What follows belongs to an exercise in optimizing a design on an open flow for small area; a production flow would make more cautious choices.
Only simulation tests tie the RTL to the original design; equivalence was not proved.
Power is estimated from default activity; no workload was simulated.

==> flow/design.v (excerpt) <==
module gpr_hilo_wb #(
    parameter int NUM_REGS = 32,
    parameter int CNT_W    = 32
) (
    input  logic             clk,
    input  logic             rst,
    input  logic             wb_wreg,
    input  logic [4:0]       wb_wd,
    input  logic [31:0]      wb_wdata,
    input  logic             wb_whilo,
    input  logic [31:0]      wb_hi,
    input  logic [31:0]      wb_lo,
    input  logic             re1,
    input  logic [4:0]       raddr1,
    output logic [31:0]      rdata1,
    input  logic             re2,
    input  logic [4:0]       raddr2,
    output logic [31:0]      rdata2,
    output logic [31:0]      hi_o,
    output logic [31:0]      lo_o,
    output logic [CNT_W-1:0] retire_cnt
);
    logic [31:0]         regs [1:NUM_REGS-1];
    logic [NUM_REGS-1:1] valid;
    logic [NUM_REGS-1:1] we;
    logic [31:0]         sel1, sel2;
    logic                hilo_valid;
    logic [31:0]         hi_q, lo_q;
    logic [31:0]         hi_m, lo_m;
    logic [3:0] wpa;
    logic [7:0] wpb;
    always_comb begin
        for (int k = 0; k < 4; k++) wpa[k] = (wb_wd[1:0] == k[1:0]);
        for (int m = 0; m < 8; m++) wpb[m] = wb_wreg && (wb_wd[4:2] == m[2:0]);
        for (int i = 1; i < NUM_REGS; i++) we[i] = wpa[i%4] && wpb[i/4];
    end
    always_ff @(posedge clk) begin
        for (int i = 1; i < NUM_REGS; i++) begin
            if (we[i]) regs[i] <= wb_wdata;
        end
    end
    always_ff @(posedge clk or negedge rst) begin
  ...
Size: roughly 2600 cells after synthesis.
Settings: LEC_CHECK=0, CAP_MARGIN=10, CORE_MARGIN=2, CORE_UTILIZATION=40, GPL_TIMING_DRIVEN=0, PLACE_DENSITY=0.55, SETUP_SLACK_MARGIN=0, SLEW_MARGIN=10, SYNTH_HIERARCHICAL=1; clock period 7.0 ns.
standard.sh (not shown) runs the stock make flow with config.mk's settings and CLKGATE_MAP_FILE= SYNTH_SCRIPT=/design/flow/synth_recipe.tcl, a recipe that flattens the netlist after the stock synthesis.
==> flow/flow/run.sh <==
#!/bin/bash
# Standard ORFS layout with these changes: ports are buffered with the
# smallest buffer; before repair_design, each high-fanout net's driver is
# replaced by a stronger cell of the same function; clock tree synthesis
# uses larger sink clusters of mid-size clock buffers without dummy loads.
# ORFS keeps each step's full log under orfs/logs/; make's output goes to
# standard_flow.log.
set -euo pipefail
here=$(pwd)
export BUFFER_PORTS_ARGS="-buffer_cell sky130_fd_sc_hd__buf_1"
export PRE_GLOBAL_PLACE_TCL="$here/flow/pre_gpl.tcl"
export PRE_RESIZE_TCL="$here/flow/upsize_hf.tcl"
export CTS_ARGS="-sink_clustering_enable -repair_clock_nets -dont_use_dummy_load -buf_list sky130_fd_sc_hd__clkbuf_8 -sink_clustering_size 18 -sink_clustering_max_diameter 60"
bash standard.sh finish > standard_flow.log 2>&1
==> flow/flow/pre_gpl.tcl <==
# Remove synthesis buffers before placement, as the standard flow does when
# placement is timing-driven.
remove_buffers
==> flow/flow/upsize_hf.tcl <==
# Drive each high-fanout net from one stronger cell of the same function
# (a drive-strength change only), instead of leaving repair_design to add
# buffer trees after a weak driver.
set upsized 0
foreach net [get_nets *] {
  set loads [get_pins -quiet -of_objects $net -filter "direction == input"]
  set n [llength $loads]
  if { $n < 12 } { continue }
  set drv [get_pins -quiet -of_objects $net -filter "direction == output"]
  if { [llength $drv] != 1 } { continue }
  set inst [get_cells -of_objects $drv]
  set master [get_property $inst ref_name]
  if { [regexp {__(df|edf|sdf|dl|clk|conb)} $master] } { continue }
  if { ![regexp {^(sky130_fd_sc_hd__\w+)_(\d+)$} $master -> base ds] } { continue }
  if { $n >= 24 } { set want {4 2} } else { set want {2} }
  foreach s $want {
    if { $s <= $ds } { break }
    set lc [get_lib_cells -quiet "*/${base}_$s"]
    if { [llength $lc] == 1 } {
      replace_cell $inst $lc
      incr upsized
      break
    }
  }
}
puts "upsize_hf: upsized $upsized high-fanout drivers"
Next try:
==> flow/flow/run.sh (replaced) <==
#!/bin/bash
# Standard ORFS layout with these changes: ports are buffered with the
# smallest buffer; before repair_design, each high-fanout net's driver is
# replaced by a stronger cell of the same function (NOR gates excepted); clock tree synthesis
# uses larger sink clusters of mid-size clock buffers without dummy loads.
# ORFS keeps each step's full log under orfs/logs/; make's output goes to
# standard_flow.log.
set -euo pipefail
here=$(pwd)
export BUFFER_PORTS_ARGS="-buffer_cell sky130_fd_sc_hd__buf_1"
export PRE_GLOBAL_PLACE_TCL="$here/flow/pre_gpl.tcl"
export PRE_RESIZE_TCL="$here/flow/upsize_hf.tcl"
export CTS_ARGS="-sink_clustering_enable -repair_clock_nets -dont_use_dummy_load -buf_list sky130_fd_sc_hd__clkbuf_8 -sink_clustering_size 18 -sink_clustering_max_diameter 72"
bash standard.sh finish > standard_flow.log 2>&1
--- a/flow/flow/upsize_hf.tcl
+++ b/flow/flow/upsize_hf.tcl
@@ -13,2 +13,5 @@
   if { [regexp {__(df|edf|sdf|dl|clk|conb)} $master] } { continue }
+  # NOR-type cells drive large loads poorly even when upsized; leave those
+  # nets to repair_design, which buffers them.
+  if { [regexp {__nor} $master] } { continue }
   if { ![regexp {^(sky130_fd_sc_hd__\w+)_(\d+)$} $master -> base ds] } { continue }
- CAP_MARGIN: 10 -> 5
- CORE_UTILIZATION: 40 -> 45
- PLACE_DENSITY: 0.55 -> 0.6
- SLEW_MARGIN: 10 -> 5
Wire length decreases by 1.0%.
Critical path depth stays the same.
Non-clock buffer count increases by 3.
Sequential power stays flat.
Global-route usage increases by 2.8 points.
Clock skew increases by 12 ps.

[separate check: timing with driven ports]
No port has a modelled driver above. Below, the same layouts with a new extraction and two added sets of constraints. Step 1 sets driving cells, clkbuf_16 on the clock port and buf_2 on the other inputs (assumed; they add their load-dependent delay and slew). Step 2 adds t to the input delays and takes it off the output delays; t is the mean of the earliest and latest rising clock arrival at the registers after step 1. Input paths then give back, and output paths get back, about the clock's delay inside the block. a / b / c = no drivers / after step 1 / after step 2; a / b = the first two.
| run | t, ns | setup WS [ns] | latest minus earliest clock arrival (ns) | worst slew at a driven data input, ns | pins driven straight from the clock port |
|---|---|---|---|---|---|
| the first run | 0.810 | 0.216 / 0.177 / 0.177 | 0.091 / 0.091 | 0.08 | 1 |
| the second run | 0.790 | 0.273 / 0.232 / 0.232 | 0.063 / 0.063 | 0.07 | 1 |
After both steps every run listed still meets setup and hold. For the second run, which loses most, drivers alone change the setup slack by -0.041 ns; drivers and shift together by -0.041 ns.
